Source: an optimization exercise on an open RTL-to-GDS flow (aim: a short achievable clock period and few clock cycles). Production flows keep margins and buffers that such runs may drop.
Only simulation tests tie the RTL to the original design; equivalence was not proved.
Power and IR drop assume default switching activity.

<file path="design/flow/run.sh">
#!/bin/bash
# synth_recipe.tcl (not shown) runs the flow's synth.tcl, then flattens the netlist and writes it again
# the make line also repeats each setting of config.mk as NAME=value (left out here)
make -C /OpenROAD-flow-scripts/flow DESIGN_CONFIG=/design/flow/config.mk WORK_HOME=/design/flow/orfs CLKGATE_MAP_FILE= SYNTH_SCRIPT=/design/flow/synth_recipe.tcl finish
</file>
<file path="design/flow/config.mk">
export PLATFORM = sky130hd
export DESIGN_NAME = cpu_top
export DESIGN_NICKNAME = cpu_top
export VERILOG_FILES = /design/flow/design.v
export SDC_FILE = /design/flow/constraint.sdc
export NUM_CORES = 4
export LEC_CHECK = 0
export CAP_MARGIN = 20
export CORE_MARGIN = 2
export CORE_UTILIZATION = 30
export PLACE_DENSITY = 0.45
export SETUP_SLACK_MARGIN = 5
export SLEW_MARGIN = 20
</file>
<file path="design/flow/constraint.sdc">
create_clock -name core_clock -period 11.0 [get_ports {clk}]
set_input_delay 2.2000 -clock core_clock [delete_from_list [all_inputs] [get_ports {clk}]]
set_output_delay 2.2000 -clock core_clock [all_outputs]
set_load 0.01 [all_outputs]
</file>
<file path="design/flow/design.v">
module cpu_top #(
  parameter logic [31:0] RESET_PC = 32'h0000_0000
) (
  input  logic        clk,
  input  logic        rst_n,
  output logic [31:0] i_mem_addr,
  input  logic [31:0] i_mem_rdata,
  output logic [31:0] d_mem_addr,
  output logic [31:0] d_mem_wdata,
  output logic [3:0]  d_mem_wen,
  input  logic [31:0] d_mem_rdata
);
  localparam logic [6:0]  OPC_LUI    = 7'b0110111;
  localparam logic [6:0]  OPC_AUIPC  = 7'b0010111;
  localparam logic [6:0]  OPC_JAL    = 7'b1101111;
  localparam logic [6:0]  OPC_JALR   = 7'b1100111;
  localparam logic [6:0]  OPC_BRANCH = 7'b1100011;
  localparam logic [6:0]  OPC_LOAD   = 7'b0000011;
  localparam logic [6:0]  OPC_STORE  = 7'b0100011;
  localparam logic [6:0]  OPC_OPIMM  = 7'b0010011;
  localparam logic [6:0]  OPC_OP     = 7'b0110011;
  localparam int BTB_BITS = 4;
  localparam int BTB_N    = 1 << BTB_BITS;
  localparam int TAG_W    = 32 - BTB_BITS - 2 + 1;    
  logic [31:0] pc_q;
  logic [31:0] regs_q [32];
  logic             btb_v_q   [BTB_N];
  logic [TAG_W-1:0] btb_tag_q [BTB_N];
  logic [31:1]      btb_tgt_q [BTB_N];
  logic        x_valid_q;
  logic [31:0] x_pc_q, x_link_q, x_imm_q, x_rv1_q, x_rv2_q;
  logic [4:0]  x_rd_q;
  logic        x_wb_q;                      
  logic        x_load_q, x_store_q, x_branch_q, x_jal_q, x_jalr_q, x_link_sel_q;
  logic [2:0]  x_f3_q;
  logic        x_sub_q, x_sra_q;
  logic        x_r_add_q, x_r_sll_q, x_r_slt_q, x_r_sltu_q, x_r_xor_q, x_r_srl_q, x_r_or_q, x_r_and_q;
  logic        x_a_m_q, x_a_w_q, x_a_rv_q, x_a_pc_q;    
  logic        x_b_m_q, x_b_w_q, x_b_rv_q, x_b_imm_q;   
  logic        x_s_m_q, x_s_w_q;                        
  logic        x_pred_q;
  logic [31:1] x_ptgt_q;
  logic [31:0] m_res_q, m_addr_q, m_wdata_q;
  logic [3:0]  m_wen_q;
  logic [4:0]  m_rd_q;
  logic        m_wb_q, m_load_q;
  logic [2:0]  m_f3_q;
  logic [1:0]  m_lane_q;
  logic [31:0] w_res_q;
  logic [31:0] ins;
  logic [6:0]  opcode;
  logic [4:0]  rd, rs1, rs2;
  logic [2:0]  funct3;
  logic [31:0] imm_i, imm_s, imm_b, imm_u, imm_j;
  assign i_mem_addr = pc_q;
  assign ins    = i_mem_rdata;
  assign opcode = ins[6:0];
  assign rd     = ins[11:7];
  assign funct3 = ins[14:12];
  assign rs1    = ins[19:15];
  assign rs2    = ins[24:20];
  assign imm_i  = {{20{ins[31]}}, ins[31:20]};
  assign imm_s  = {{20{ins[31]}}, ins[31:25], ins[11:7]};
  assign imm_b  = {{19{ins[31]}}, ins[31], ins[7], ins[30:25], ins[11:8], 1'b0};
  assign imm_u  = {ins[31:12], 12'd0};
  assign imm_j  = {{11{ins[31]}}, ins[31], ins[19:12], ins[20], ins[30:21], 1'b0};
  logic d_lui, d_auipc, d_jal, d_jalr, d_branch, d_load, d_store, d_opimm, d_op;
  logic d_use1, d_use2, d_wb;
  logic [31:0] d_imm;
  always_comb begin
    d_lui    = (opcode == OPC_LUI);
    d_auipc  = (opcode == OPC_AUIPC);
    d_jal    = (opcode == OPC_JAL);
    d_jalr   = (opcode == OPC_JALR) && (funct3 == 3'b000);
    d_branch = (opcode == OPC_BRANCH) && (funct3[2:1] != 2'b01);
    d_load   = (opcode == OPC_LOAD) && (funct3 == 3'b000 || funct3 == 3'b001 || funct3 == 3'b010 ||
                                        funct3 == 3'b100 || funct3 == 3'b101);
    d_store  = (opcode == OPC_STORE) && (funct3 == 3'b000 || funct3 == 3'b001 || funct3 == 3'b010);
    d_opimm  = (opcode == OPC_OPIMM);
    d_op     = (opcode == OPC_OP);
    d_use1   = d_jalr | d_branch | d_load | d_store | d_opimm | d_op;
    d_use2   = d_branch | d_store | d_op;
    d_wb     = (d_lui | d_auipc | d_jal | d_jalr | d_load | d_opimm | d_op) && (rd != 5'd0);
    if (d_store)            d_imm = imm_s;
    else if (d_branch)      d_imm = imm_b;
    else if (d_jal)         d_imm = imm_j;
    else if (d_lui | d_auipc) d_imm = imm_u;
    else                    d_imm = imm_i;
  end
  logic [31:0] d_rv1, d_rv2;
  assign d_rv1 = (rs1 == 5'd0) ? 32'd0 : regs_q[rs1];
  assign d_rv2 = (rs2 == 5'd0) ? 32'd0 : regs_q[rs2];
  logic hit1_x, hit2_x, hit1_m, hit2_m, stall;
  assign hit1_x = x_valid_q && x_wb_q && (x_rd_q == rs1);
  assign hit2_x = x_valid_q && x_wb_q && (x_rd_q == rs2);
  assign hit1_m = m_wb_q && (m_rd_q == rs1);
  assign hit2_m = m_wb_q && (m_rd_q == rs2);
  assign stall  = x_load_q && ((d_use1 && hit1_x) || (d_use2 && hit2_x));
  logic [BTB_BITS-1:0] f_idx;
  logic [TAG_W-1:0]    f_tag;
  logic                f_hit;
  logic [31:1]         f_tgt;
  logic [31:0]         pc_plus4;
  assign f_idx    = pc_q[BTB_BITS+1:2];
  assign f_tag    = {pc_q[31:BTB_BITS+2], pc_q[1]};
  assign f_hit    = btb_v_q[f_idx] && (btb_tag_q[f_idx] == f_tag);
  assign f_tgt    = btb_tgt_q[f_idx];
  assign pc_plus4 = pc_q + 32'd4;
  logic [31:0] a, b, sdata, sum, sh_l, sh_r, alu, x_tgt_b;
  logic        lt, ltu, eq, cond, taken, jalr_ok, redirect;
  logic [31:0] redirect_pc;
  always_comb begin
    a     = ({32{x_a_m_q}} & m_res_q) | ({32{x_a_w_q}} & w_res_q) |
            ({32{x_a_rv_q}} & x_rv1_q) | ({32{x_a_pc_q}} & x_pc_q);
    b     = ({32{x_b_m_q}} & m_res_q) | ({32{x_b_w_q}} & w_res_q) |
            ({32{x_b_rv_q}} & x_rv2_q) | ({32{x_b_imm_q}} & x_imm_q);
    sdata = x_s_m_q ? m_res_q : (x_s_w_q ? w_res_q : x_rv2_q);
  end
  assign sum  = x_sub_q ? (a - b) : (a + b);
  assign lt   = $signed(a) < $signed(b);
  assign ltu  = a < b;
  assign eq   = (a == b);
  assign sh_l = a << b[4:0];
  assign sh_r = $unsigned($signed({x_sra_q & a[31], a}) >>> b[4:0]);
  always_comb begin
    alu = ({32{x_r_add_q}}  & sum) |
          ({32{x_r_sll_q}}  & sh_l) |
          ({32{x_r_slt_q}}  & {31'd0, lt}) |
          ({32{x_r_sltu_q}} & {31'd0, ltu}) |
          ({32{x_r_xor_q}}  & (a ^ b)) |
          ({32{x_r_srl_q}}  & sh_r) |
          ({32{x_r_or_q}}   & (a | b)) |
          ({32{x_r_and_q}}  & (a & b)) |
          ({32{x_link_sel_q}} & x_link_q);
  end
  always_comb begin
    case (x_f3_q)
      3'b000:  cond = eq;
      3'b001:  cond = !eq;
      3'b100:  cond = lt;
      3'b101:  cond = !lt;
      3'b110:  cond = ltu;
      3'b111:  cond = !ltu;
      default: cond = 1'b0;
    endcase
  end
  logic [31:1] cs_s, cs_c;
  logic [31:1] cs_k;
  always_comb begin
    cs_s = a[31:1] ^ x_imm_q[31:1] ^ ~x_ptgt_q[31:1];
    cs_k = (a[31:1] & x_imm_q[31:1]) | (a[31:1] & ~x_ptgt_q[31:1]) | (x_imm_q[31:1] & ~x_ptgt_q[31:1]);
    cs_c = {cs_k[30:1], a[0] & x_imm_q[0]};
    jalr_ok = &(cs_s ^ cs_c);
  end
  assign x_tgt_b  = x_pc_q + x_imm_q;
  assign taken    = x_jal_q | x_jalr_q | (x_branch_q & cond);
  assign redirect = x_valid_q && (x_pred_q ? (!taken || (x_jalr_q && !jalr_ok)) : taken);
  assign redirect_pc = !taken ? x_link_q : (x_jalr_q ? {sum[31:1], 1'b0} : x_tgt_b);
  logic [3:0]  st_wen;
  logic [31:0] st_data;
  always_comb begin
    case (x_f3_q[1:0])
      2'b00: begin
        st_wen  = 4'b0001 << sum[1:0];
        st_data = {4{sdata[7:0]}};
      end
      2'b01: begin
        st_wen  = sum[1] ? 4'b1100 : 4'b0011;
        st_data = {2{sdata[15:0]}};
      end
      default: begin
        st_wen  = 4'b1111;
        st_data = sdata;
      end
    endcase
  end
  logic [31:0] ld_data, wb_data;
  logic [7:0]  ld_byte;
  logic [15:0] ld_half;
  always_comb begin
    case (m_lane_q)
      2'b00: ld_byte = d_mem_rdata[7:0];
      2'b01: ld_byte = d_mem_rdata[15:8];
      2'b10: ld_byte = d_mem_rdata[23:16];
      default: ld_byte = d_mem_rdata[31:24];
    endcase
    ld_half = m_lane_q[1] ? d_mem_rdata[31:16] : d_mem_rdata[15:0];
    case (m_f3_q)
      3'b000:  ld_data = {{24{ld_byte[7]}}, ld_byte};
      3'b100:  ld_data = {24'd0, ld_byte};
      3'b001:  ld_data = {{16{ld_half[15]}}, ld_half};
      3'b101:  ld_data = {16'd0, ld_half};
      default: ld_data = d_mem_rdata;
    endcase
    wb_data = m_load_q ? ld_data : m_res_q;
  end
  assign d_mem_addr  = m_addr_q;
  assign d_mem_wdata = m_wdata_q;
  assign d_mem_wen   = m_wen_q;
  always_ff @(posedge clk or negedge rst_n) begin
    if (!rst_n) begin
      pc_q <= RESET_PC;
    end else if (redirect) begin
      pc_q <= redirect_pc;
    end else if (!stall) begin
      pc_q <= f_hit ? {f_tgt, 1'b0} : pc_plus4;
    end
  end
  always_ff @(posedge clk or negedge rst_n) begin
    if (!rst_n) begin
      x_valid_q <= 1'b0;
    end else begin
      x_valid_q <= !redirect && !stall;
    end
  end
  always_ff @(posedge clk) begin
    x_pc_q     <= pc_q;
    x_link_q   <= pc_plus4;
    x_imm_q    <= d_imm;
    x_rv1_q    <= d_rv1;
    x_rv2_q    <= d_rv2;
    x_rd_q     <= rd;
    x_wb_q     <= d_wb;
    x_load_q   <= d_load;
    x_store_q  <= d_store;
    x_branch_q <= d_branch;
    x_jal_q    <= d_jal;
    x_jalr_q   <= d_jalr;
    x_link_sel_q <= d_jal | d_jalr;
    x_f3_q     <= funct3;
    x_sub_q    <= d_op && ins[30] && (funct3 == 3'b000);
    x_sra_q    <= ins[30];
    x_r_add_q  <= d_lui | d_auipc | ((d_op | d_opimm) && funct3 == 3'b000);
    x_r_sll_q  <= (d_op | d_opimm) && funct3 == 3'b001;
    x_r_slt_q  <= (d_op | d_opimm) && funct3 == 3'b010;
    x_r_sltu_q <= (d_op | d_opimm) && funct3 == 3'b011;
    x_r_xor_q  <= (d_op | d_opimm) && funct3 == 3'b100;
    x_r_srl_q  <= (d_op | d_opimm) && funct3 == 3'b101;
    x_r_or_q   <= (d_op | d_opimm) && funct3 == 3'b110;
    x_r_and_q  <= (d_op | d_opimm) && funct3 == 3'b111;
    x_a_m_q    <= !(d_lui | d_auipc) && rs1 != 5'd0 && hit1_x;
    x_a_w_q    <= !(d_lui | d_auipc) && rs1 != 5'd0 && !hit1_x && hit1_m;
    x_a_rv_q   <= !(d_lui | d_auipc) && !hit1_x && !hit1_m;
    x_a_pc_q   <= d_auipc;
    x_b_m_q    <= (d_op | d_branch) && rs2 != 5'd0 && hit2_x;
    x_b_w_q    <= (d_op | d_branch) && rs2 != 5'd0 && !hit2_x && hit2_m;
    x_b_rv_q   <= (d_op | d_branch) && !hit2_x && !hit2_m;
    x_b_imm_q  <= !(d_op | d_branch);
    x_s_m_q    <= rs2 != 5'd0 && hit2_x;
    x_s_w_q    <= rs2 != 5'd0 && !hit2_x && hit2_m;
    x_pred_q   <= f_hit;
    x_ptgt_q   <= f_tgt;
  end
  always_ff @(posedge clk or negedge rst_n) begin
    if (!rst_n) begin
      m_wen_q  <= 4'b0000;
      m_wb_q   <= 1'b0;
      m_load_q <= 1'b0;
    end else begin
      m_wen_q  <= (x_valid_q && x_store_q) ? st_wen : 4'b0000;
      m_wb_q   <= x_valid_q && x_wb_q;
      m_load_q <= x_valid_q && x_load_q;
    end
  end
  always_ff @(posedge clk) begin
    m_res_q   <= alu;
    m_addr_q  <= sum;
    m_wdata_q <= st_data;
    m_rd_q    <= x_rd_q;
    m_f3_q    <= x_f3_q;
    m_lane_q  <= sum[1:0];
  end
  always_ff @(posedge clk) begin
    w_res_q <= wb_data;
  end
  always_ff @(posedge clk or negedge rst_n) begin
    if (!rst_n) begin
      for (int i = 0; i < 32; i++) regs_q[i] <= 32'd0;
    end else if (m_wb_q) begin
      regs_q[m_rd_q] <= wb_data;
    end
  end
  logic [BTB_BITS-1:0] u_idx;
  assign u_idx = x_pc_q[BTB_BITS+1:2];
  always_ff @(posedge clk or negedge rst_n) begin
    if (!rst_n) begin
      for (int i = 0; i < BTB_N; i++) btb_v_q[i] <= 1'b0;
    end else if (x_valid_q && taken) begin
      btb_v_q[u_idx] <= 1'b1;
    end else if (x_valid_q && x_pred_q) begin
      btb_v_q[u_idx] <= 1'b0;
    end
  end
  always_ff @(posedge clk) begin
    if (x_valid_q && taken) begin
      btb_tag_q[u_idx] <= {x_pc_q[31:BTB_BITS+2], x_pc_q[1]};
      btb_tgt_q[u_idx] <= redirect_pc[31:1];
    end
  end
endmodule
</file>
==> results of run 1 <==
logic make-up after synthesis:
kind of cell,Yosys count
adder cells (fa/ha/maj),164
AND/OR/NAND/NOR,2359
multiplexers,583
buffers and inverters,997
flip-flops,2336
AO/OA/AOI/OAI,3040
XOR/XNOR,149
state kept, by name, summed over array words and instances, names as in the netlist, 4 cells and up:
signal	cells
regs_q	992
btb_tgt_q	496
btb_tag_q	432
m_res_q	32
m_wdata_q	32
pc_q	32
w_res_q	32
x_imm_q	32
x_link_q	32
x_rv1_q	32
x_rv2_q	32
m_addr_q	31
x_ptgt_q	31
x_pc_q	30
btb_v_q	16
m_rd_q	5
x_rd_q	5
m_wen_q	4
where the power goes:
group	leakage, nW	switching [mW]	internal [mW]
clock network	4.42	3.88	5.47
logic	24.0	4.44	2.40
registers	21.6	0.849	9.77
total	50.1	9.17	17.6
worst max path at each step:
stage / startpoint / end / slack, ns / cells past startpoint
2_1_floorplan: x_b_rv_q / btb_tag_q[10][0] / 4.07 / 18
3_3_place_gp: x_pc_q[31] / btb_tgt_q[15][27] / 2.70 / 14
3_5_place_dp: x_pc_q[31] / btb_tgt_q[15][27] / 3.00 / 14
4_1_cts: pc_q[2] / pc_q[1] / 5.03 / 12
5_1_grt: i_mem_rdata[23] / x_rv2_q[16] / 4.93 / 9
6_report: i_mem_rdata[23] / x_rv2_q[18] / 4.67 / 8
timing repair:
item / 4_1_cts / 5_1_grt
endpoints found under the setup margin: 1475 / 839
gates resized for setup: 62 / 27
gates cloned: 7 / 0
pin swaps: 15 / 1
setup buffers: 20 / 5
routing by layer:
metal / up-vias / share of wire, % / track usage (%)
li1: 36200 / - / -
met1: 45600 / 40 / 39.2
met2: 6082 / 42 / 43.1
met3: 1515 / 11 / 7.96
met4: 14 / 6.5 / 15.8
met5: - / 0.018 / 0
cell type report:
class,instances,area (um2)
sequential,2336,61300
clock buffer,366,7650
multi-input combinational,6302,44400
timing repair buffer,492,4550
inverter,216,817
tap,4773,5970
clock inverter,122,1380
fill,35500,233000
antenna,37,92.6
through the flow:
step / area (um2) / hold slack [ns] / total power [mW]
2_1_floorplan: 108000 / 0.329 / 14.0
3_5_place_dp: 116000 / 0.381 / 17.4
3_3_place_gp: 116000 / 0.376 / 17.4
5_1_grt: 126000 / 0.408 / 27.6
4_1_cts: 126000 / 0.399 / 26.8
6_report: 126000 / 0.400 / 26.8
cell usage after synthesis (all sizes together), types with 30 or more instances:
library cell and count:
edfxtp 928, nor3 109, buf 111, fa 32
inv 216, dfxtp 361, mux4 260, ha 132
a222oi 65, a221oi 271, a22oi 496, a21oi 368
mux2 71, nor2 289, nand2 1450, xnor2 103
a21o 47, nand4 155, nor2b 32, xor2 46
a22o 262, o21ai 1198, o211ai 49, dfrtp 1047
mux2i 252, a211oi 30, nand3 137, clkbuf 670
cells in the final DEF (no fill, tap or decap), drive strengths merged, types with 137 or more instances in the layout:
cell	n
a22oi	496
mux4	260
o21ai	1198
edfxtp	928
nand3	137
clkdlybuf4s50	162
nor2	296
a22o	262
a221oi	271
inv	240
dfrtp	1047
buf	329
nand4	155
nand2	1450
clkbuf	367
mux2i	252
dfxtp	361
a21oi	368
==> results.toml, run 1 <==
[status]
status = "finished clean"

[logic_synthesis]
synthCells = 9628
ys_warn_count = 3
synth_top_area_share_pct = 25.8
synthMuxAreaShare_pct = 8.49
synth_top_family_by_area = "compound AO/OA/AOI/OAI gates"
synth_area_leaders = "edfxtp_1 26%, dfrtp_1 24%, dfxtp_1 6.7%"
ys_async_sr_fraction_pct = 44.8
synth_top_area_cell = "edfxtp_1"
synth_xor_area_share_pct = 1.21
synth_top_flop_cell = "dfrtp_1"
ys_types = 92
synthSimpleGateAreaFrac_pct = 9.46
synth_compound_area_share_pct = 18.4
syn_avg_cell_area_um2 = 11.2
yosysSeqAreaShare_pct = 56.7
synth_edf_count = 928
ys_seq_elements = 2336
syn_area_um2 = 108000
synth_fa_ha_area_share_pct = 2.12

[setup_path]
critPathArrivalTime_ns = 6.98
r2r_start = "x_b_rv_q"
reg2reg_slack_ns = 5.00
crit_buf_inv = 2
required_ns = 11.65
start_kind = "input pin"
cp_max_fo = 22
crit_chain = "clkdlybuf4s50_1 > nand2b_1 > nor2_4 > buf_4 > a22oi_1 > nand4_1 > nor3_1 > a21oi_1"
critical_path_class = "input pin to register"
path_delay_family = "simple AND/OR/NAND/NOR gates"
slowest_delay_ns = 1.00
worst_setup_path_end_kind = "register"
slowest_stage = "a21oi_1"
r2r-end = "pc_q[21]"
ff2ff_path_depth = 15

[timing]
slew_headroom_pct = 6.76
fmax_mhz = 158
setup_tns_ns = 0
skew_ns = 0.107
finalSetupViolations = 0
final_hold_viol_count = 0
rsz0062_at_grt = "false"
fin_crit_ns = 6.33
worstMarginPinSlew_ns = 1.39
drv_slew = 0
timing.final.ws_setup_ns = 4.67
fin_crit_sh_pct = 57.5

[clock_tree]
clock_latency_ns = 0.93
postCtsHoldBufs = 0
numClockSinks = 2336
cts_tree = "built"
clk_pin_slew_ns = 0.06
htree_levels = 5
numCtsBuffers = 272
cts_buffer_depth = 4
cts-root-buf = "clkbuf_16"

[power]
p_leak_nw = 50.1
ir_drop_v = 0.000159
power_density_nw_per_um2 = 212

[global_routing]
grt_pass1_wl_mm = 743
grt_pass1_vias = 85400
grt_usage_pct = 29.3
grt_max_degree = 166
antenna_found_initial = 40
overflow = 0

[worst_hold_path]
hold_path_class = "register to register"
hold_depth = 0
min_to = "m_rd_q[3]"
worstHoldStart = "x_rd_q[3]"

[place]
io_buffers = 165
dpl.cell_count = 14100
gp_congestion = 1.02
post-dp-hpwl_mm = 353
post-place-ws_ns = 3.00

[detailed_routing]
num_vias = 89400
antenna_left = 0
avgViaCountPerCell = 6.11
drt_iter0_markers = 14200
route.detailed.drc = 0
wl_per_cell_um = 37.7
routed_wl_mm = 552
drtPass1Iterations = 12

[die]
die_h_um = 604
dieArea_um2 = 365000
core_um2 = 359000
die_w_um = 604
row_count = 220
start_util_pct = 30.1
ios = 166

[layout]
drive_gt1_share_pct = 13.3
stdcell_count = 14600
fin_util_pct = 35.2
area_delta_synth_final_pct = 16.7
nets = 9850

[flow_run]
maxCapViolCount = 0
Testbench counts, summed over its fixed seeds: cycles 98,073.
==> run 2: changes to the inputs <==
--- a/design/flow/design.v
+++ b/design/flow/design.v
@@ -157,3 +157,3 @@
   assign redirect = x_valid_q && (x_pred_q ? (!taken || (x_jalr_q && !jalr_ok)) : taken);
-  assign redirect_pc = !taken ? x_link_q : (x_jalr_q ? {sum[31:1], 1'b0} : x_tgt_b);
+  assign redirect_pc = x_jalr_q ? {sum[31:1], 1'b0} : (x_pred_q ? x_link_q : x_tgt_b);
   logic [3:0]  st_wen;
@@ -282,4 +282,20 @@
   end
-  logic [BTB_BITS-1:0] u_idx;
-  assign u_idx = x_pc_q[BTB_BITS+1:2];
+  logic                u_set_q, u_clr_q;
+  logic [BTB_BITS-1:0] u_idx_q;
+  logic [TAG_W-1:0]    u_tag_q;
+  logic [31:1]         u_tgt_q;
+  always_ff @(posedge clk or negedge rst_n) begin
+    if (!rst_n) begin
+      u_set_q <= 1'b0;
+      u_clr_q <= 1'b0;
+    end else begin
+      u_set_q <= x_valid_q && taken;
+      u_clr_q <= x_valid_q && x_pred_q && !taken;
+    end
+  end
+  always_ff @(posedge clk) begin
+    u_idx_q <= x_pc_q[BTB_BITS+1:2];
+    u_tag_q <= {x_pc_q[31:BTB_BITS+2], x_pc_q[1]};
+    u_tgt_q <= x_jalr_q ? sum[31:1] : x_tgt_b[31:1];
+  end
   always_ff @(posedge clk or negedge rst_n) begin
@@ -287,6 +303,6 @@
       for (int i = 0; i < BTB_N; i++) btb_v_q[i] <= 1'b0;
-    end else if (x_valid_q && taken) begin
-      btb_v_q[u_idx] <= 1'b1;
-    end else if (x_valid_q && x_pred_q) begin
-      btb_v_q[u_idx] <= 1'b0;
+    end else if (u_set_q) begin
+      btb_v_q[u_idx_q] <= 1'b1;
+    end else if (u_clr_q) begin
+      btb_v_q[u_idx_q] <= 1'b0;
     end
@@ -294,5 +310,5 @@
   always_ff @(posedge clk) begin
-    if (x_valid_q && taken) begin
-      btb_tag_q[u_idx] <= {x_pc_q[31:BTB_BITS+2], x_pc_q[1]};
-      btb_tgt_q[u_idx] <= redirect_pc[31:1];
+    if (u_set_q) begin
+      btb_tag_q[u_idx_q] <= u_tag_q;
+      btb_tgt_q[u_idx_q] <= u_tgt_q;
     end
==> design/flow/flow/run.sh (new file) <==
#!/bin/bash
# Standard synthesis, then the standard layout with a larger setup-repair margin so that the
# resizer keeps working on paths well below the design's clock period. Each step logs to its own file.
set -euo pipefail
MARGIN=${MARGIN:-6.5}
bash standard.sh synth > synth.log 2>&1
bash standard.sh SETUP_SLACK_MARGIN=$MARGIN REMOVE_ABC_BUFFERS=1 floorplan > floorplan.log 2>&1
bash standard.sh SETUP_SLACK_MARGIN=$MARGIN place > place.log 2>&1
bash standard.sh SETUP_SLACK_MARGIN=$MARGIN cts > cts.log 2>&1
bash standard.sh SETUP_SLACK_MARGIN=$MARGIN route > route.log 2>&1
bash standard.sh SETUP_SLACK_MARGIN=$MARGIN finish > finish.log 2>&1
==> design/flow/standard.sh (new file) <==
#!/bin/bash
# synth_recipe.tcl (not shown) runs the flow's synth.tcl, then flattens the netlist and writes it again
# the make line also repeats each setting of config.mk as NAME=value (left out here)
make -C /OpenROAD-flow-scripts/flow DESIGN_CONFIG=/design/flow/config.mk WORK_HOME=/design/flow/orfs CLKGATE_MAP_FILE= SYNTH_SCRIPT=/design/flow/synth_recipe.tcl "${@:-finish}"
--- a/design/flow/config.mk
+++ b/design/flow/config.mk
@@ -11,3 +11,2 @@
 export PLACE_DENSITY = 0.45
-export SETUP_SLACK_MARGIN = 5
 export SLEW_MARGIN = 20
removed: design/flow/run.sh
==> run 2 against run 1 <==
Net effect:
- routed wire length down 1.7%
- sequential power rose by 15%
- worst hold slack worse by 0.0034 ns
- fmax rose by 35%
- count of clock-buffer cells in the layout up 29
- critical endpoint is now x_rv2_q[3]
- largest power group unchanged
- highest routed layer unchanged
==> results.toml, run 2 <==
[setup_path]
worst_setup_path_end_kind = "register"
critPathArrivalTime_ns = 5.46
critical_path_class = "input pin to register"
slowest_stage = "buf_4"
slowest_delay_ns = 0.79
crit_top_cell = "buf_4"
crit_buf_inv = 3
start_kind = "input pin"
crit_chain = "buf_2 > buf_4 > nand3b_1 > nor2_4 > buf_4 > a22oi_1 > nand3_1 > nor3_1 > a21oi_2"
path_delay_family = "simple AND/OR/NAND/NOR gates"
required_ns = 11.76
cp_max_fo = 25

[die]
row_count = 221
dieArea_um2 = 368000
ios = 166
core_um2 = 362000
start_util_pct = 30.1
die_h_um = 606
die_w_um = 606

[clock_tree]
cts_buffer_depth = 4
htree_levels = 5
numCtsBuffers = 282
clock_latency_ns = 0.95
cts-root-buf = "clkbuf_16"
cts_tree = "built"
clk_pin_slew_ns = 0.06
numClockSinks = 2400

[timing]
drv_slew = 0
slew_headroom_pct = 14.8
skew_ns = 0.0563
finalSetupViolations = 0
fmax_mhz = 213
fin_crit_ns = 4.69
final_hold_viol_count = 0
hold-worst-slack_ns = 0.396
rsz0062_at_grt = "true"
fin_crit_sh_pct = 42.7
worstMarginPinSlew_ns = 1.27

[layout]
largest_register = "regs_q"
final_cell_mix = "1,421 x nand2_1, 1,226 x o21ai_0, 1,033 x dfrtp_1"
drive_gt1_share_pct = 14.1
stdcell_count = 14800
largest_reg_flops = 992
mostFrequentLayoutCell = "nand2_1"
biggestRegsByFlops = "regs_q x992, btb_tgt_q x496, btb_tag_q x432"
fill_cells = 35600
area_delta_synth_final_pct = 18.2
nets = 9937

[worst_hold_path]
hold_path_class = "register to register"

[logic_synthesis]
yosysMostFrequentCell = "nand2_1"
synth_top_area_cell = "edfxtp_1"
synth_top_area_share_pct = 25.6
ys_warn_count = 3
syn_area_um2 = 109000
synth_edf_count = 928
syn_avg_cell_area_um2 = 11.2
yosysSeqAreaShare_pct = 57.5
synth_common_cells = "1,457 x nand2_1, 1,263 x o21ai_0, 1,049 x dfrtp_1"
synth_area_leaders = "edfxtp_1 26%, dfrtp_1 24%, dfxtp_1 7.8%"
synthCells = 9712
ys_types = 80
synth_top_flop_cell = "dfrtp_1"
ys_seq_elements = 2400
ys_async_sr_fraction_pct = 43.7

[detailed_routing]
routed_wl_mm = 543
num_vias = 90500
wl_met3_mm = 59.4
avgViaCountPerCell = 6.13
drt_iter0_markers = 14900
wl_met2_mm = 223
drtPass1Iterations = 14
antenna_left = 0
top_layer_used = "met5"
m1WireLength_mm = 223
wl_per_cell_um = 36.7
route.detailed.drc = 0

[place]
dpl.cell_count = 14100
io_buffers = 165
gp_congestion = 0.973
post-dp-hpwl_mm = 333

[global_routing]
grt_pass1_vias = 85900
overflow = 0
grt_pass1_wl_mm = 733
antenna_found_initial = 54
grt_max_degree = 174
grt_usage_pct = 28.7

[flow_run]
maxCapViolCount = 0

[power]
p_leak_nw = 50.3
power_density_nw_per_um2 = 227
ir_drop_v = 0.000143

[status]
status = "finished clean"
==> run 2: changes by cell type after synthesis, sizes merged, moves of 17 or more <==
cell / previous run / this run
nor2: 289 / 310
a21oi: 368 / 396
inv: 216 / 199
a21o: 47 / 65
o21ai: 1198 / 1272
a211oi: 30 / 51
mux2i: 252 / 225
o22ai: 13 / 31
dfxtp: 361 / 423
mux2: 71 / 17
==> run 2: final timing paths <==
path	end	cells past startpoint	from	slack [ns]
worst min register to register	m_rd_q[3]	0	x_rd_q[3]	0.40
max in group asynchronous	regs_q[11][30]	3	rst_n	7.34
worst min-delay path	m_rd_q[3]	0	x_rd_q[3]	0.40
min in group asynchronous	regs_q[25][14]	1	rst_n	1.28
worst max register to register	m_res_q[22]	14	x_rv2_q[6]	6.48
worst max-delay path	x_rv2_q[3]	9	i_mem_rdata[20]	6.31
==> run 2: report_power, final <==
group / internal (mW) / switching [mW] / leakage (nW)
clock: 5.73 / 4.03 / 4.67
combinational: 2.89 / 4.38 / 24.0
sequential: 10.6 / 1.57 / 21.6
total: 19.2 / 9.97 / 50.3
==> run 2: cells by family (layout without fill, tap and decap cells) <==
| family | after synthesis | in the layout | share of synthesized area (%) |
|---|---|---|---|
| AOI/OAI and AO/OA | 3129 | 3132 | 18.6 |
| xor gates and xnor gates | 158 | 158 | 1.27 |
| adders and majority gates | 164 | 164 | 2.11 |
| buffers and inverters | 993 | 1216 | 3.53 |
| DFF | 2400 | 2400 | 57.5 |
| muxes | 505 | 505 | 7.69 |
| other | 0 | 34 | 0 |
| and+or+nand+nor | 2363 | 2364 | 9.30 |
==> run 2: per-stage QoR <==
| stage | total power [mW] | TNS [ns] | setup WS, ns | utilization (%) | cell area, um2 |
|---|---|---|---|---|---|
| after global routing | 30.2 | 0 | 6.40 | 35.6 | 129000 |
| after global placement | 19.0 | 0 | 4.58 | 32.2 | 116000 |
| after CTS | 29.1 | 0 | 6.46 | 35.3 | 128000 |
| final | 29.2 | 0 | 6.31 | 35.6 | 129000 |
| after floorplan | 15.9 | -76.30 | -2.61 | - | 106000 |
| after detailed placement | 19.0 | 0 | 4.64 | 32.2 | 116000 |
==> run 2: cell type report <==
cell class | count | area [um2] | share of cell area [%]
diodes | 34 | 85.1 | 0.0661
clock buffers | 395 | 8080 | 6.28
clock inverters | 121 | 1420 | 1.10
inverters | 203 | 790 | 0.613
multi-input cells | 6323 | 44400 | 34.5
flip-flops and latches | 2400 | 62700 | 48.7
well taps | 4794 | 6000 | 4.66
repair buffers | 497 | 5250 | 4.08
==> run 2: repair_timing <==
action | in CTS | in global routing
setup buffers | 47 | 16
hold buffers | 0 | 0
setup endpoints to repair | 309 | 122
gates cloned | 13 | 11
pin swaps | 36 | 32
gates resized for setup | 233 | 125
==> run 2: per-layer routing <==
| layer | vias up | global-route usage [%] |
|---|---|---|
| li1 | 36500 | - |
| met2 | 6403 | 40.8 |
| met3 | 1747 | 8.28 |
| met4 | 30 | 16.3 |
| met5 | - | 0.261 |
| met1 | 45900 | 38.7 |
Testbench counts of run 2, summed over its fixed seeds: cycles 98,035.
==> run 3: changes to the inputs <==
--- a/design/flow/design.v
+++ b/design/flow/design.v
@@ -21,5 +21,5 @@
   localparam logic [6:0]  OPC_OP     = 7'b0110011;
-  localparam int BTB_BITS = 4;
+  localparam int BTB_BITS = 3;
   localparam int BTB_N    = 1 << BTB_BITS;
-  localparam int TAG_W    = 32 - BTB_BITS - 2 + 1;    
+  localparam int TAG_W    = 14 - BTB_BITS - 2 + 1;    
   logic [31:0] pc_q;
@@ -40,4 +40,8 @@
   logic        x_s_m_q, x_s_w_q;                        
+  logic        x_bhit_q;                                
+  logic        x_nobtb_q;                               
+  logic        x_ldep_q;                                
   logic        x_pred_q;
   logic [31:1] x_ptgt_q;
+  logic [31:1] ras_q;
   logic [31:0] m_res_q, m_addr_q, m_wdata_q;
@@ -92,3 +96,3 @@
   assign d_rv2 = (rs2 == 5'd0) ? 32'd0 : regs_q[rs2];
-  logic hit1_x, hit2_x, hit1_m, hit2_m, stall;
+  logic hit1_x, hit2_x, hit1_m, hit2_m, d_ldep;
   assign hit1_x = x_valid_q && x_wb_q && (x_rd_q == rs1);
@@ -97,5 +101,5 @@
   assign hit2_m = m_wb_q && (m_rd_q == rs2);
-  assign stall  = x_load_q && ((d_use1 && hit1_x) || (d_use2 && hit2_x));
-  logic [BTB_BITS-1:0] f_idx;
+  assign d_ldep = x_load_q && ((d_use1 && hit1_x) || (d_use2 && hit2_x));
   logic [TAG_W-1:0]    f_tag;
+  logic [BTB_N-1:0]    f_way;
   logic                f_hit;
@@ -103,7 +107,31 @@
   logic [31:0]         pc_plus4;
-  assign f_idx    = pc_q[BTB_BITS+1:2];
-  assign f_tag    = {pc_q[31:BTB_BITS+2], pc_q[1]};
-  assign f_hit    = btb_v_q[f_idx] && (btb_tag_q[f_idx] == f_tag);
-  assign f_tgt    = btb_tgt_q[f_idx];
+  assign f_tag    = {pc_q[13:BTB_BITS+2], pc_q[1]};
+  always_comb begin
+    f_tgt = '0;
+    for (int i = 0; i < BTB_N; i++) begin
+      f_way[i] = btb_v_q[i] && (pc_q[BTB_BITS+1:2] == i[BTB_BITS-1:0]) && (btb_tag_q[i] == f_tag);
+      f_tgt    = f_tgt | ({31{f_way[i]}} & btb_tgt_q[i]);
+    end
+  end
+  assign f_hit    = |f_way;
   assign pc_plus4 = pc_q + 32'd4;
+  logic        d_ret, d_static, d_pred;
+  logic [31:0] st_tgt, pred_pc;
+  logic [13:0] st_j, st_b;
+  assign d_ret    = d_jalr && (rs1 == 5'd1);
+  assign d_static = d_jal || (d_branch && ins[31]);
+  assign st_j     = pc_q[13:0] + imm_j[13:0];
+  assign st_b     = pc_q[13:0] + imm_b[13:0];
+  assign d_pred   = d_ret || f_hit || d_static;
+  logic sel_ret, sel_hit, sel_j, sel_b, sel_p4;
+  assign sel_ret = d_ret;
+  assign sel_hit = f_hit && !d_ret;
+  assign sel_j   = d_jal && !f_hit;
+  assign sel_b   = d_static && !d_jal && !f_hit;
+  assign sel_p4  = !d_pred;
+  assign st_tgt  = {pc_q[31:14], ({14{sel_j}} & st_j) | ({14{sel_b}} & st_b)};
+  assign pred_pc = ({32{sel_ret}} & {ras_q, 1'b0}) |
+                   ({32{sel_hit}} & {f_tgt, 1'b0}) |
+                   ({32{sel_j | sel_b}} & st_tgt) |
+                   ({32{sel_p4}} & pc_plus4);
   logic [31:0] a, b, sdata, sum, sh_l, sh_r, alu, x_tgt_b;
@@ -154,6 +182,20 @@
   end
+  logic [31:1] cb_s, cb_c, cb_k;
+  logic        br_ok, tgt_ok;
+  always_comb begin
+    cb_s  = x_pc_q[31:1] ^ x_imm_q[31:1] ^ ~x_ptgt_q[31:1];
+    cb_k  = (x_pc_q[31:1] & x_imm_q[31:1]) | (x_pc_q[31:1] & ~x_ptgt_q[31:1]) |
+            (x_imm_q[31:1] & ~x_ptgt_q[31:1]);
+    cb_c  = {cb_k[30:1], x_pc_q[0] & x_imm_q[0]};
+    br_ok = &(cb_s ^ cb_c);
+  end
+  assign tgt_ok = x_jalr_q ? jalr_ok : br_ok;
+  logic x_go;
+  assign x_go     = x_valid_q && !x_ldep_q;
   assign x_tgt_b  = x_pc_q + x_imm_q;
   assign taken    = x_jal_q | x_jalr_q | (x_branch_q & cond);
-  assign redirect = x_valid_q && (x_pred_q ? (!taken || (x_jalr_q && !jalr_ok)) : taken);
-  assign redirect_pc = x_jalr_q ? {sum[31:1], 1'b0} : (x_pred_q ? x_link_q : x_tgt_b);
+  assign redirect = x_valid_q && (x_ldep_q || (x_pred_q ? (!taken || !tgt_ok) : taken));
+  assign redirect_pc = x_ldep_q ? x_pc_q :
+                       x_jalr_q ? {sum[31:1], 1'b0} :
+                       ((x_jal_q || (x_branch_q && cond)) ? x_tgt_b : x_link_q);
   logic [3:0]  st_wen;
@@ -204,4 +246,4 @@
       pc_q <= redirect_pc;
-    end else if (!stall) begin
-      pc_q <= f_hit ? {f_tgt, 1'b0} : pc_plus4;
+    end else begin
+      pc_q <= pred_pc;
     end
@@ -212,3 +254,3 @@
     end else begin
-      x_valid_q <= !redirect && !stall;
+      x_valid_q <= !redirect;
     end
@@ -250,4 +292,7 @@
     x_s_w_q    <= rs2 != 5'd0 && !hit2_x && hit2_m;
-    x_pred_q   <= f_hit;
-    x_ptgt_q   <= f_tgt;
+    x_ldep_q   <= d_ldep;
+    x_pred_q   <= d_pred;
+    x_bhit_q   <= f_hit && !d_ret;
+    x_nobtb_q  <= d_ret || d_static;
+    x_ptgt_q   <= pred_pc[31:1];
   end
@@ -259,5 +304,5 @@
     end else begin
-      m_wen_q  <= (x_valid_q && x_store_q) ? st_wen : 4'b0000;
-      m_wb_q   <= x_valid_q && x_wb_q;
-      m_load_q <= x_valid_q && x_load_q;
+      m_wen_q  <= (x_go && x_store_q) ? st_wen : 4'b0000;
+      m_wb_q   <= x_go && x_wb_q;
+      m_load_q <= x_go && x_load_q;
     end
@@ -272,2 +317,9 @@
   end
+  always_ff @(posedge clk or negedge rst_n) begin
+    if (!rst_n) begin
+      ras_q <= '0;
+    end else if (x_go && x_link_sel_q && x_rd_q == 5'd1) begin
+      ras_q <= x_link_q[31:1];
+    end
+  end
   always_ff @(posedge clk) begin
@@ -291,4 +343,4 @@
     end else begin
-      u_set_q <= x_valid_q && taken;
-      u_clr_q <= x_valid_q && x_pred_q && !taken;
+      u_set_q <= x_go && taken && !x_nobtb_q;
+      u_clr_q <= x_go && x_bhit_q && !taken;
     end
@@ -297,3 +349,3 @@
     u_idx_q <= x_pc_q[BTB_BITS+1:2];
-    u_tag_q <= {x_pc_q[31:BTB_BITS+2], x_pc_q[1]};
+    u_tag_q <= {x_pc_q[13:BTB_BITS+2], x_pc_q[1]};
     u_tgt_q <= x_jalr_q ? sum[31:1] : x_tgt_b[31:1];
--- a/design/flow/flow/run.sh
+++ b/design/flow/flow/run.sh
@@ -3,7 +3,8 @@
 # resizer keeps working on paths well below the design's clock period. Each step logs to its own file.
+# Port buffers are plain buf_4 cells (the default pick is a slow delay buffer).
 set -euo pipefail
-MARGIN=${MARGIN:-6.5}
+MARGIN=${MARGIN:-7.2}
 bash standard.sh synth > synth.log 2>&1
 bash standard.sh SETUP_SLACK_MARGIN=$MARGIN REMOVE_ABC_BUFFERS=1 floorplan > floorplan.log 2>&1
-bash standard.sh SETUP_SLACK_MARGIN=$MARGIN place > place.log 2>&1
+bash standard.sh SETUP_SLACK_MARGIN=$MARGIN "BUFFER_PORTS_ARGS=-buffer_cell sky130_fd_sc_hd__buf_4" place > place.log 2>&1
 bash standard.sh SETUP_SLACK_MARGIN=$MARGIN cts > cts.log 2>&1
==> run 3 against run 2 <==
Net effect:
- sequential share of layout area down 7.5 points
- combinational power down 14%
- setup slack better by 0.13 ns
- core utilization up 1.6 points
- count of clock-buffer cells in the layout down 77
- critical path depth up 10
- fmax up 2.8%
- global-route usage up 3.3 points
- non-clock buffer count up 267
==> results.toml, run 3 <==
[clock_tree]
numCtsBuffers = 214
cts_buffer_depth = 4
cts-root-buf = "clkbuf_16"
clk_pin_slew_ns = 0.06
postCtsHoldBufs = 0
numClockSinks = 1808
htree_levels = 4
clock_latency_ns = 0.94
cts_tree = "built"

[global_routing]
grt_use_met3_pct = 8.02
grt_usage_pct = 32.0
grt_max_degree = 152
antenna_found_initial = 24
top_usage_layer = "met2"
grt_pass1_vias = 79600
met2_usage_pct = 49.7
overflow = 0
use_met1_pct = 39.4
grt_pass1_wl_mm = 673

[logic_synthesis]
synth_top_area_cell = "dfrtp_1"
synth_area_leaders = "dfrtp_1 30%, edfxtp_1 11%, dfxtp_1 9.3%"
synth_top_flop_cell = "dfrtp_1"
yosysSeqAreaShare_pct = 50.8
syn_avg_cell_area_um2 = 9.61
ys_seq_elements = 1808
syn_area_um2 = 88300
ys_async_sr_fraction_pct = 59.3
ys_types = 90
synth_top_area_share_pct = 30.4
ys_warn_count = 3
synth_edf_count = 328
synthCells = 9186
yosysMostFrequentCell = "nand2_1"
synth_common_cells = "1,498 x nand2_1, 1,202 x o21ai_0, 1,072 x dfrtp_1"

[die]
die_h_um = 547
dieArea_um2 = 299000
core_um2 = 293000
ios = 166
die_w_um = 547
row_count = 199
start_util_pct = 30.1

[timing]
fmax_mhz = 219
worstMarginPinSlew_ns = 1.28
rsz0062_at_grt = "true"
finalSetupViolations = 0
drv_slew = 0
skew_ns = 0.0932
fin_crit_sh_pct = 41.5
slew_headroom_pct = 15.0
setup_tns_ns = 0
final_hold_viol_count = 0
fin_crit_ns = 4.57

[detailed_routing]
num_vias = 82600
drtPass1Iterations = 11
routed_wl_mm = 496
wl_per_cell_um = 36.7
route.detailed.drc = 0
antenna_left = 0
drt_iter0_markers = 11800
avgViaCountPerCell = 6.11

[setup_path]
critical_path_class = "register to register"
required_ns = 11.74
r2r-end = "m_res_q[0]"
cp_max_fo = 8
r2r_start = "x_a_rv_q"
critPathArrivalTime_ns = 5.30
ff2ff_path_depth = 19
reg2reg_slack_ns = 6.43
start_kind = "register"
worst_setup_path_end_kind = "register"

[power]
combPwrFrac_pct = 27.8
finalPower_mw = 22.4
p_int_mw = 14.5
p_seq_share_pct = 39.5
p_clk_share_pct = 32.7
ir_drop_v = 0.000130
p_leak_nw = 45.5
p_switching_mw = 7.96
power_density_nw_per_um2 = 205
switching_share_pct = 35.5

[layout]
drive_gt1_share_pct = 18.0
largest_register = "regs_q"
biggestRegsByFlops = "regs_q x992, btb_tgt_q x248, btb_tag_q x80"
final_cell_mix = "1,432 x nand2_1, 1,148 x o21ai_0, 1,055 x dfrtp_1"
area_delta_synth_final_pct = 23.6
largest_reg_flops = 992
mostFrequentLayoutCell = "nand2_1"
nets = 9698
fill_cells = 29400

[place]
io_buffers = 165
gp_congestion = 0.998
post-dp-hpwl_mm = 315

[flow_run]
maxCapViolCount = 0

[worst_hold_path]
min_to = "u_set_q"
worstHoldStart = "x_nobtb_q"
hold_path_class = "register to register"
hold_depth = 1

[status]
status = "finished clean"
## run 3: cell types whose count changed after synthesis, moves of 24 or more
| cell | previous run | this run |
|---|---|---|
| fa_1 | 32 | 64 |
| a22oi_1 | 482 | 532 |
| a221oi_1 | 270 | 312 |
| a22o_1 | 262 | 298 |
| nand2_1 | 1457 | 1498 |
| inv_1 | 198 | 229 |
| nand4_1 | 153 | 177 |
| o21ai_0 | 1263 | 1202 |
| xnor2_1 | 100 | 189 |
| edfxtp_1 | 928 | 328 |
| mux2i_1 | 225 | 153 |
| mux4_2 | 263 | 1 |
## run 3: cell type report
type | instances | area (um2) | share of cell area (%)
diodes | 9 | 22.5 | 0.0206
clock buffers | 318 | 6190 | 5.68
clock inverters | 75 | 905 | 0.829
inverters | 235 | 911 | 0.835
multi-input cells | 6393 | 43600 | 40.0
flip-flops and latches | 1808 | 44900 | 41.2
well taps | 3919 | 4900 | 4.49
repair buffers | 764 | 7640 | 7.00
## run 3: power groups by stage
stage | clock network [mW] | logic [mW] | registers, mW
after floorplan | 0 | 2.71 | 8.45
after global placement | 0 | 4.90 | 8.93
after detailed placement | 0 | 4.93 | 8.93
after CTS | 7.41 | 5.83 | 8.80
after global routing | 7.68 | 6.59 | 8.91
final | 7.32 | 6.23 | 8.86
## run 3: critical path, cell delays in order (launching register included)
cell,delay (ns)
dfxtp_4,0.39
buf_12,0.16
a22o_1,0.21
a221o_2,0.38
buf_6,0.14
buf_6,0.11
buf_6,0.11
inv_4,0.05
ha_4,0.13
inv_2,0.05
ha_4,0.17
nor4b_4,0.28
a211oi_4,0.15
nor4_4,0.19
buf_6,0.17
nor3_4,0.06
buf_4,0.14
nor2_2,0.56
xnor2_1,0.50
a221o_1,0.46
## run 3: how the worst max path moves through the flow
stage | startpoint | to | slack (ns) | cells after the start
final | x_a_rv_q | m_res_q[0] | 6.43 | 19
after floorplan | x_b_rv_q | pc_q[5] | 3.79 | 14
after detailed placement | x_b_rv_q | pc_q[13] | 4.79 | 19
after global routing | x_a_rv_q | pc_q[6] | 6.38 | 19
after CTS | x_a_rv_q | pc_q[5] | 6.51 | 18
after global placement | x_b_rv_q | m_res_q[25] | 4.55 | 16
## run 3: repair_timing
action,in CTS,in global routing
setup buffers,215,88
setup endpoints to repair,237,210
resized for setup,637,283
hold endpoints to repair,0,0
cloned,20,4
pin swaps,118,105
## run 3: layer usage
metal,wire length [um],vias up
met2,219000,5346
met3,47400,1746
met4,40400,20
li1,-,34300
met5,161,-
met1,189000,41200
## run 3: cell families after synthesis
logic type / count (synthesis) / synth area share (%)
buffers and inverters: 989 / 4.26
adders and majority gates: 216 / 3.60
DFF: 1808 / 50.8
and+or+nand+nor: 2470 / 12.1
xor gates and xnor gates: 263 / 2.61
AOI/OAI and AO/OA: 3244 / 24.3
muxes: 196 / 2.30
## run 3: through the flow
stage	cells	hold slack, ns	setup slack, ns	utilization, %	area [um2]
global route	13500	0.450	6.38	37.2	109000
detailed placement	12800	0.414	4.79	32.3	94800
finish	13500	0.437	6.43	37.2	109000
global placement	12800	0.413	4.55	32.3	94700
CTS	13400	0.432	6.51	36.5	107000
floorplan	8432	0.367	3.79	-	85400
Testbench counts of run 3, summed over its fixed seeds: cycles 95,019.
==> run 4: changes to the inputs <==
--- a/design/flow/design.v
+++ b/design/flow/design.v
@@ -42,3 +42,4 @@
   logic        x_nobtb_q;                               
-  logic        x_ldep_q;                                
+  logic        x_ldep_q;
+  logic        x_s_eq_q, x_s_lt_q, x_s_ltu_q, x_inv_q;      
   logic        x_pred_q;
@@ -53,2 +54,4 @@
   logic [31:0] w_res_q;
+  logic        redirect;
+  logic [31:0] redirect_pc;
   logic [31:0] ins;
@@ -87,11 +90,11 @@
     d_wb     = (d_lui | d_auipc | d_jal | d_jalr | d_load | d_opimm | d_op) && (rd != 5'd0);
-    if (d_store)            d_imm = imm_s;
-    else if (d_branch)      d_imm = imm_b;
-    else if (d_jal)         d_imm = imm_j;
-    else if (d_lui | d_auipc) d_imm = imm_u;
-    else                    d_imm = imm_i;
+    if (ins[3])                         d_imm = imm_j;
+    else if (ins[4] & ins[2])           d_imm = imm_u;
+    else if (ins[6] & !ins[2])          d_imm = imm_b;
+    else if (!ins[6] & ins[5] & !ins[4]) d_imm = imm_s;
+    else                                d_imm = imm_i;
   end
   logic [31:0] d_rv1, d_rv2;
-  assign d_rv1 = (rs1 == 5'd0) ? 32'd0 : regs_q[rs1];
-  assign d_rv2 = (rs2 == 5'd0) ? 32'd0 : regs_q[rs2];
+  assign d_rv1 = regs_q[rs1];
+  assign d_rv2 = regs_q[rs2];
   logic hit1_x, hit2_x, hit1_m, hit2_m, d_ldep;
@@ -116,10 +119,15 @@
   assign f_hit    = |f_way;
-  assign pc_plus4 = pc_q + 32'd4;
+  ks_add #(.W(30), .L(5)) u_pc4 (.a(pc_q[31:2]), .b(30'd1), .cin(1'b0), .s(pc_plus4[31:2]), .cout());
+  assign pc_plus4[1:0] = pc_q[1:0];
   logic        d_ret, d_static, d_pred;
-  logic [31:0] st_tgt, pred_pc;
+  logic [31:0] pred_pc;
   logic [13:0] st_j, st_b;
-  assign d_ret    = d_jalr && (rs1 == 5'd1);
-  assign d_static = d_jal || (d_branch && ins[31]);
-  assign st_j     = pc_q[13:0] + imm_j[13:0];
-  assign st_b     = pc_q[13:0] + imm_b[13:0];
+  logic g_jal, g_jalr, g_br;
+  assign g_jal    = ins[6] & ins[5] & !ins[4] &  ins[3] &  ins[2];
+  assign g_jalr   = ins[6] & ins[5] & !ins[4] & !ins[3] &  ins[2];
+  assign g_br     = ins[6] & ins[5] & !ins[4] & !ins[3] & !ins[2];
+  assign d_ret    = g_jalr && (rs1 == 5'd1);
+  assign d_static = g_jal || (g_br && ins[31]);
+  ks_add #(.W(14), .L(4)) u_stj (.a(pc_q[13:0]), .b(imm_j[13:0]), .cin(1'b0), .s(st_j), .cout());
+  ks_add #(.W(14), .L(4)) u_stb (.a(pc_q[13:0]), .b(imm_b[13:0]), .cin(1'b0), .s(st_b), .cout());
   assign d_pred   = d_ret || f_hit || d_static;
@@ -128,13 +136,22 @@
   assign sel_hit = f_hit && !d_ret;
-  assign sel_j   = d_jal && !f_hit;
-  assign sel_b   = d_static && !d_jal && !f_hit;
+  assign sel_j   = g_jal && !f_hit;
+  assign sel_b   = g_br && ins[31] && !f_hit;
   assign sel_p4  = !d_pred;
-  assign st_tgt  = {pc_q[31:14], ({14{sel_j}} & st_j) | ({14{sel_b}} & st_b)};
-  assign pred_pc = ({32{sel_ret}} & {ras_q, 1'b0}) |
-                   ({32{sel_hit}} & {f_tgt, 1'b0}) |
-                   ({32{sel_j | sel_b}} & st_tgt) |
-                   ({32{sel_p4}} & pc_plus4);
+  logic [31:0] early_pc, pc_d;
+  logic        k_j, k_b, k_e;
+  assign pred_pc  = ({32{sel_ret}} & {ras_q, 1'b0}) |
+                    ({32{sel_hit}} & {f_tgt, 1'b0}) |
+                    ({32{sel_j}} & {pc_q[31:14], st_j}) |
+                    ({32{sel_b}} & {pc_q[31:14], st_b}) |
+                    ({32{sel_p4}} & pc_plus4);
+  assign early_pc = redirect ? redirect_pc :
+                    (({32{sel_ret}} & {ras_q, 1'b0}) | ({32{sel_hit}} & {f_tgt, 1'b0}) |
+                     ({32{sel_p4}} & pc_plus4) | ({32{sel_j | sel_b}} & pc_q));
+  assign k_j      = sel_j && !redirect;
+  assign k_b      = sel_b && !redirect;
+  assign k_e      = !(k_j || k_b);
+  assign pc_d     = {early_pc[31:14],
+                     ({14{k_j}} & st_j) | ({14{k_b}} & st_b) | ({14{k_e}} & early_pc[13:0])};
   logic [31:0] a, b, sdata, sum, sh_l, sh_r, alu, x_tgt_b;
-  logic        lt, ltu, eq, cond, taken, jalr_ok, redirect;
-  logic [31:0] redirect_pc;
+  logic        lt, ltu, eq, cond, taken, jalr_ok;
   always_comb begin
@@ -146,5 +163,7 @@
   end
-  assign sum  = x_sub_q ? (a - b) : (a + b);
-  assign lt   = $signed(a) < $signed(b);
-  assign ltu  = a < b;
+  logic cmp_co;
+  ks_add #(.W(32), .L(5)) u_alu (.a(a), .b(b ^ {32{x_sub_q}}), .cin(x_sub_q), .s(sum), .cout());
+  ks_add #(.W(32), .L(5)) u_cmp (.a(a), .b(~b), .cin(1'b1), .s(), .cout(cmp_co));
+  assign ltu  = !cmp_co;
+  assign lt   = (a[31] ^ b[31]) ? a[31] : !cmp_co;
   assign eq   = (a == b);
@@ -163,13 +182,5 @@
   end
-  always_comb begin
-    case (x_f3_q)
-      3'b000:  cond = eq;
-      3'b001:  cond = !eq;
-      3'b100:  cond = lt;
-      3'b101:  cond = !lt;
-      3'b110:  cond = ltu;
-      3'b111:  cond = !ltu;
-      default: cond = 1'b0;
-    endcase
-  end
+  logic r_s;
+  assign r_s  = (x_s_eq_q & eq) | (x_s_lt_q & lt) | (x_s_ltu_q & ltu);
+  assign cond = r_s ^ x_inv_q;
   logic [31:1] cs_s, cs_c;
@@ -194,5 +205,11 @@
   assign x_go     = x_valid_q && !x_ldep_q;
-  assign x_tgt_b  = x_pc_q + x_imm_q;
+  ks_add #(.W(32), .L(5)) u_tgt (.a(x_pc_q), .b(x_imm_q), .cin(1'b0), .s(x_tgt_b), .cout());
   assign taken    = x_jal_q | x_jalr_q | (x_branch_q & cond);
-  assign redirect = x_valid_q && (x_ldep_q || (x_pred_q ? (!taken || !tgt_ok) : taken));
+  logic jump, br_v, rd_e, h1, h0;
+  assign jump   = x_jal_q | x_jalr_q;
+  assign br_v   = x_valid_q && !x_ldep_q && x_branch_q;
+  assign rd_e   = x_valid_q && (x_ldep_q || (!x_branch_q && (x_pred_q ? (!jump || !tgt_ok) : jump)));
+  assign h1     = rd_e || (br_v && (x_inv_q ? x_pred_q : (!x_pred_q || !br_ok)));
+  assign h0     = rd_e || (br_v && (x_inv_q ? (!x_pred_q || !br_ok) : x_pred_q));
+  assign redirect = r_s ? h1 : h0;
   assign redirect_pc = x_ldep_q ? x_pc_q :
@@ -244,6 +261,4 @@
       pc_q <= RESET_PC;
-    end else if (redirect) begin
-      pc_q <= redirect_pc;
     end else begin
-      pc_q <= pred_pc;
+      pc_q <= pc_d;
     end
@@ -293,2 +308,6 @@
     x_ldep_q   <= d_ldep;
+    x_s_eq_q   <= funct3[2:1] == 2'b00;
+    x_s_lt_q   <= funct3[2:1] == 2'b10;
+    x_s_ltu_q  <= funct3[2:1] == 2'b11;
+    x_inv_q    <= funct3[0];
     x_pred_q   <= d_pred;
@@ -368 +387,31 @@
 endmodule
+module ks_add #(
+  parameter int W = 32,
+  parameter int L = 5           
+) (
+  input  logic [W-1:0] a,
+  input  logic [W-1:0] b,
+  input  logic         cin,
+  output logic [W-1:0] s,
+  output logic         cout
+);
+  logic [W-1:0] g [L+1];
+  logic [W-1:0] p [L+1];
+  logic [W-1:0] hp;
+  assign hp   = a ^ b;
+  assign g[0] = (a & b) | {{(W-1){1'b0}}, hp[0] & cin};
+  assign p[0] = hp;
+  for (genvar l = 0; l < L; l++) begin : g_lvl
+    for (genvar i = 0; i < W; i++) begin : g_bit
+      if (i >= (1 << l)) begin : g_merge
+        assign g[l+1][i] = g[l][i] | (p[l][i] & g[l][i - (1 << l)]);
+        assign p[l+1][i] = p[l][i] & p[l][i - (1 << l)];
+      end else begin : g_pass
+        assign g[l+1][i] = g[l][i];
+        assign p[l+1][i] = p[l][i];
+      end
+    end
+  end
+  assign s    = hp ^ {g[L][W-2:0], cin};
+  assign cout = g[L][W-1];
+endmodule
==> run 4 against run 3 <==
Net effect:
- sequential share of layout area up 1.1 points
- count of clock-buffer cells in the layout shrank 10
- synthesized area is 1.6% higher
- combinational power fell by 12%
- total power is 2.4% lower
- routed wire length rose by 1.4%
==> results.toml, run 4 <==
[setup_path]
slowest_stage = "or4_4"
required_ns = 11.75
path_delay_family = "compound AO/OA/AOI/OAI gates"
slowest_delay_ns = 0.53
cp_max_fo = 8
critical_path_class = "register to register"
critPathArrivalTime_ns = 4.98
worst_setup_path_end_kind = "register"
start_kind = "register"
crit_top_cell = "buf_12"
crit_buf_inv = 5
crit_chain = "clkbuf_16 > a22oi_2 > nand2_2 > ha_4 > or4_4 > nor4_4 > buf_4 > a32o_2 > mux2i_2 > o31a_4 > a21oi_4 > o31ai_4 > buf_12 > inv_8 > buf_12 > a221o_1"

[clock_tree]
cts-root-buf = "clkbuf_16"
cts_buffer_depth = 4
clock_latency_ns = 0.91
htree_levels = 4
numCtsBuffers = 214
numClockSinks = 1843
clk_pin_slew_ns = 0.06
cts_tree = "built"
postCtsHoldBufs = 0

[timing]
setup_tns_ns = 0
fmax_mhz = 236
drv_slew = 0
skew_ns = 0.0850
worstMarginPinSlew_ns = 1.24
fin_crit_ns = 4.23
finalSetupViolations = 0
rsz0062_at_grt = "true"
timing.final.ws_setup_ns = 6.77
fin_crit_sh_pct = 38.5
slew_headroom_pct = 17.1
final_hold_viol_count = 0

[detailed_routing]
drt_iter0_markers = 12500
wl_per_cell_um = 37.6
routed_wl_mm = 503
route.detailed.drc = 0
avgViaCountPerCell = 6.20
antenna_left = 0
drtPass1Iterations = 11
num_vias = 83000

[layout]
final_cell_mix = "1,366 x nand2_1, 1,181 x o21ai_0, 1,088 x dfrtp_1"
largest_reg_flops = 1024
multiInputGateArea_um2 = 43200
seq_area_um2 = 45800
mostFrequentLayoutCell = "nand2_1"
nets = 9574
largest_register = "regs_q"
biggestRegsByFlops = "regs_q x1024, btb_tgt_q x248, btb_tag_q x80"
fill_cells = 29700
drive_gt1_share_pct = 17.2
area_delta_synth_final_pct = 21.0

[die]
die_w_um = 551
start_util_pct = 30.2
dieArea_um2 = 303000
core_um2 = 297000
die_h_um = 551
ios = 166
row_count = 200

[place]
post-place-ws_ns = 5.31
io_buffers = 165
gp_congestion = 0.966
post-dp-hpwl_mm = 310

[status]
status = "finished clean"

[logic_synthesis]
ys_seq_elements = 1843
syn_avg_cell_area_um2 = 9.86
ys_warn_count = 12
yosysSeqAreaShare_pct = 51.0
yosysMostFrequentCell = "nand2_1"
synth_top_area_share_pct = 30.8
synthCells = 9099
synth_top_flop_cell = "dfrtp_1"
synth_area_leaders = "dfrtp_1 31%, edfxtp_1 11%, dfxtp_1 9.2%"
ys_async_sr_fraction_pct = 59.9
synth_common_cells = "1,457 x nand2_1, 1,225 x o21ai_0, 1,104 x dfrtp_1"
synth_edf_count = 328
synth_top_area_cell = "dfrtp_1"
syn_area_um2 = 89700
ys_types = 97

[power]
p_leak_nw = 45.5
power_density_nw_per_um2 = 202
finalPower_mw = 21.9
ir_drop_v = 0.000133

[worst_hold_path]
hold_path_class = "register to register"

[global_routing]
grt_pass1_vias = 78600
grt_max_degree = 156
grt_usage_pct = 32.0
overflow = 0
antenna_found_initial = 31
grt_pass1_wl_mm = 676

[flow_run]
maxCapViolCount = 0
## run 4: kinds of logic after synthesis
family,count (synthesis),share of synthesized area [%]
flip-flops,1843,51.0
AO/OA/AOI/OAI,3244,24.5
buffers and inverters,959,4.11
multiplexers,216,2.51
AND/OR/NAND/NOR,2300,11.1
adder cells (fa/ha/maj),246,3.97
XOR/XNOR,291,2.84
## run 4: power breakdown
part | internal [mW] | leakage [nW] | switching, mW
sequential | 7.83 | 16.7 | 1.19
combinational | 2.17 | 25.3 | 3.34
clock | 4.28 | 3.49 | 3.08
## run 4: path summary, 6_finish.rpt
path                            startpoint        endpoint  slack (ns)  cells after the start
worst max-delay path               x_b_m_q        pc_q[27]        6.77                     16
worst min-delay path             x_f3_q[2]       m_f3_q[2]        0.34                      0
worst max register to register     x_b_m_q        pc_q[27]        6.77                     16
worst min register to register   x_f3_q[2]       m_f3_q[2]        0.34                      0
max in group asynchronous            rst_n   regs_q[7][17]        7.41                      3
min in group asynchronous            rst_n  regs_q[31][28]        1.32                      1
## run 4: cell type report
type / instances / share of cell area (%)
repair buffers: 685 / 6.04
flip-flops and latches: 1843 / 42.2
well taps: 3939 / 4.54
inverters: 217 / 0.768
clock inverters: 80 / 0.791
clock buffers: 308 / 5.76
diodes: 25 / 0.0577
multi-input cells: 6301 / 39.8
## run 4: through the flow
stage / utilization [%] / hold WS [ns] / cells / area (um2)
6_report: 36.5 / 0.335 / 13400 / 109000
5_1_grt: 36.5 / 0.355 / 13400 / 108000
4_1_cts: 35.8 / 0.333 / 13300 / 106000
3_5_place_dp: 32.3 / 0.318 / 12700 / 95900
3_3_place_gp: 32.3 / 0.318 / 12700 / 95900
2_1_floorplan: - / 0.310 / 8357 / 86800
## run 4: repair_timing
action                     4_1_cts  5_1_grt
resized for setup              431      220
pin swaps                       95      108
cloned                           8       14
buffers inserted               162       96
setup endpoints to repair      398      198
## run 4: metal layers
| metal | track usage [%] | part of all wire [%] | vias to the layer above |
|---|---|---|---|
| li1 | - | - | 34000 |
| met1 | 39.8 | 38 | 41300 |
| met2 | 49.2 | 44 | 5794 |
| met3 | 8.42 | 10 | 1889 |
| met4 | 20.4 | 8.0 | 22 |
| met5 | 0.235 | 0.057 | - |
Testbench counts of run 4, summed over its fixed seeds: cycles 95,187.

-- port drivers added, routing unchanged --
In the flow no input, the clock included, has a driving cell. The finished layouts below were timed again as built, in two steps.
Step 1 sets driving cells, clkbuf_16 on the clock port and buf_2 on the other inputs (assumed; they add their load-dependent delay and slew).
Step 2 also shifts input and output timing later by t, the mid clock arrival at the registers, as if the neighbouring blocks saw the same clock.
a / b / c = ideal ports / drivers / drivers and shift; a / b = the first two.
run	t, ns	setup WS [ns]	worst register clock-pin slew, ns	cell pins on the clock port's net
run 1	0.983	4.672 / 4.742 / 3.759	0.07 / 0.07	1
run 2	1.038	6.307 / 6.376 / 5.337	0.08 / 0.08	1
run 3	1.002	6.434 / 6.434 / 5.925	0.07 / 0.07	1
run 4	0.979	6.770 / 6.770 / 6.156	0.07 / 0.07	1
After both steps setup and hold are still met in every run listed. The setup slack of run 2, which loses most, moves by +0.069 ns with the drivers and by -0.970 ns with both steps.
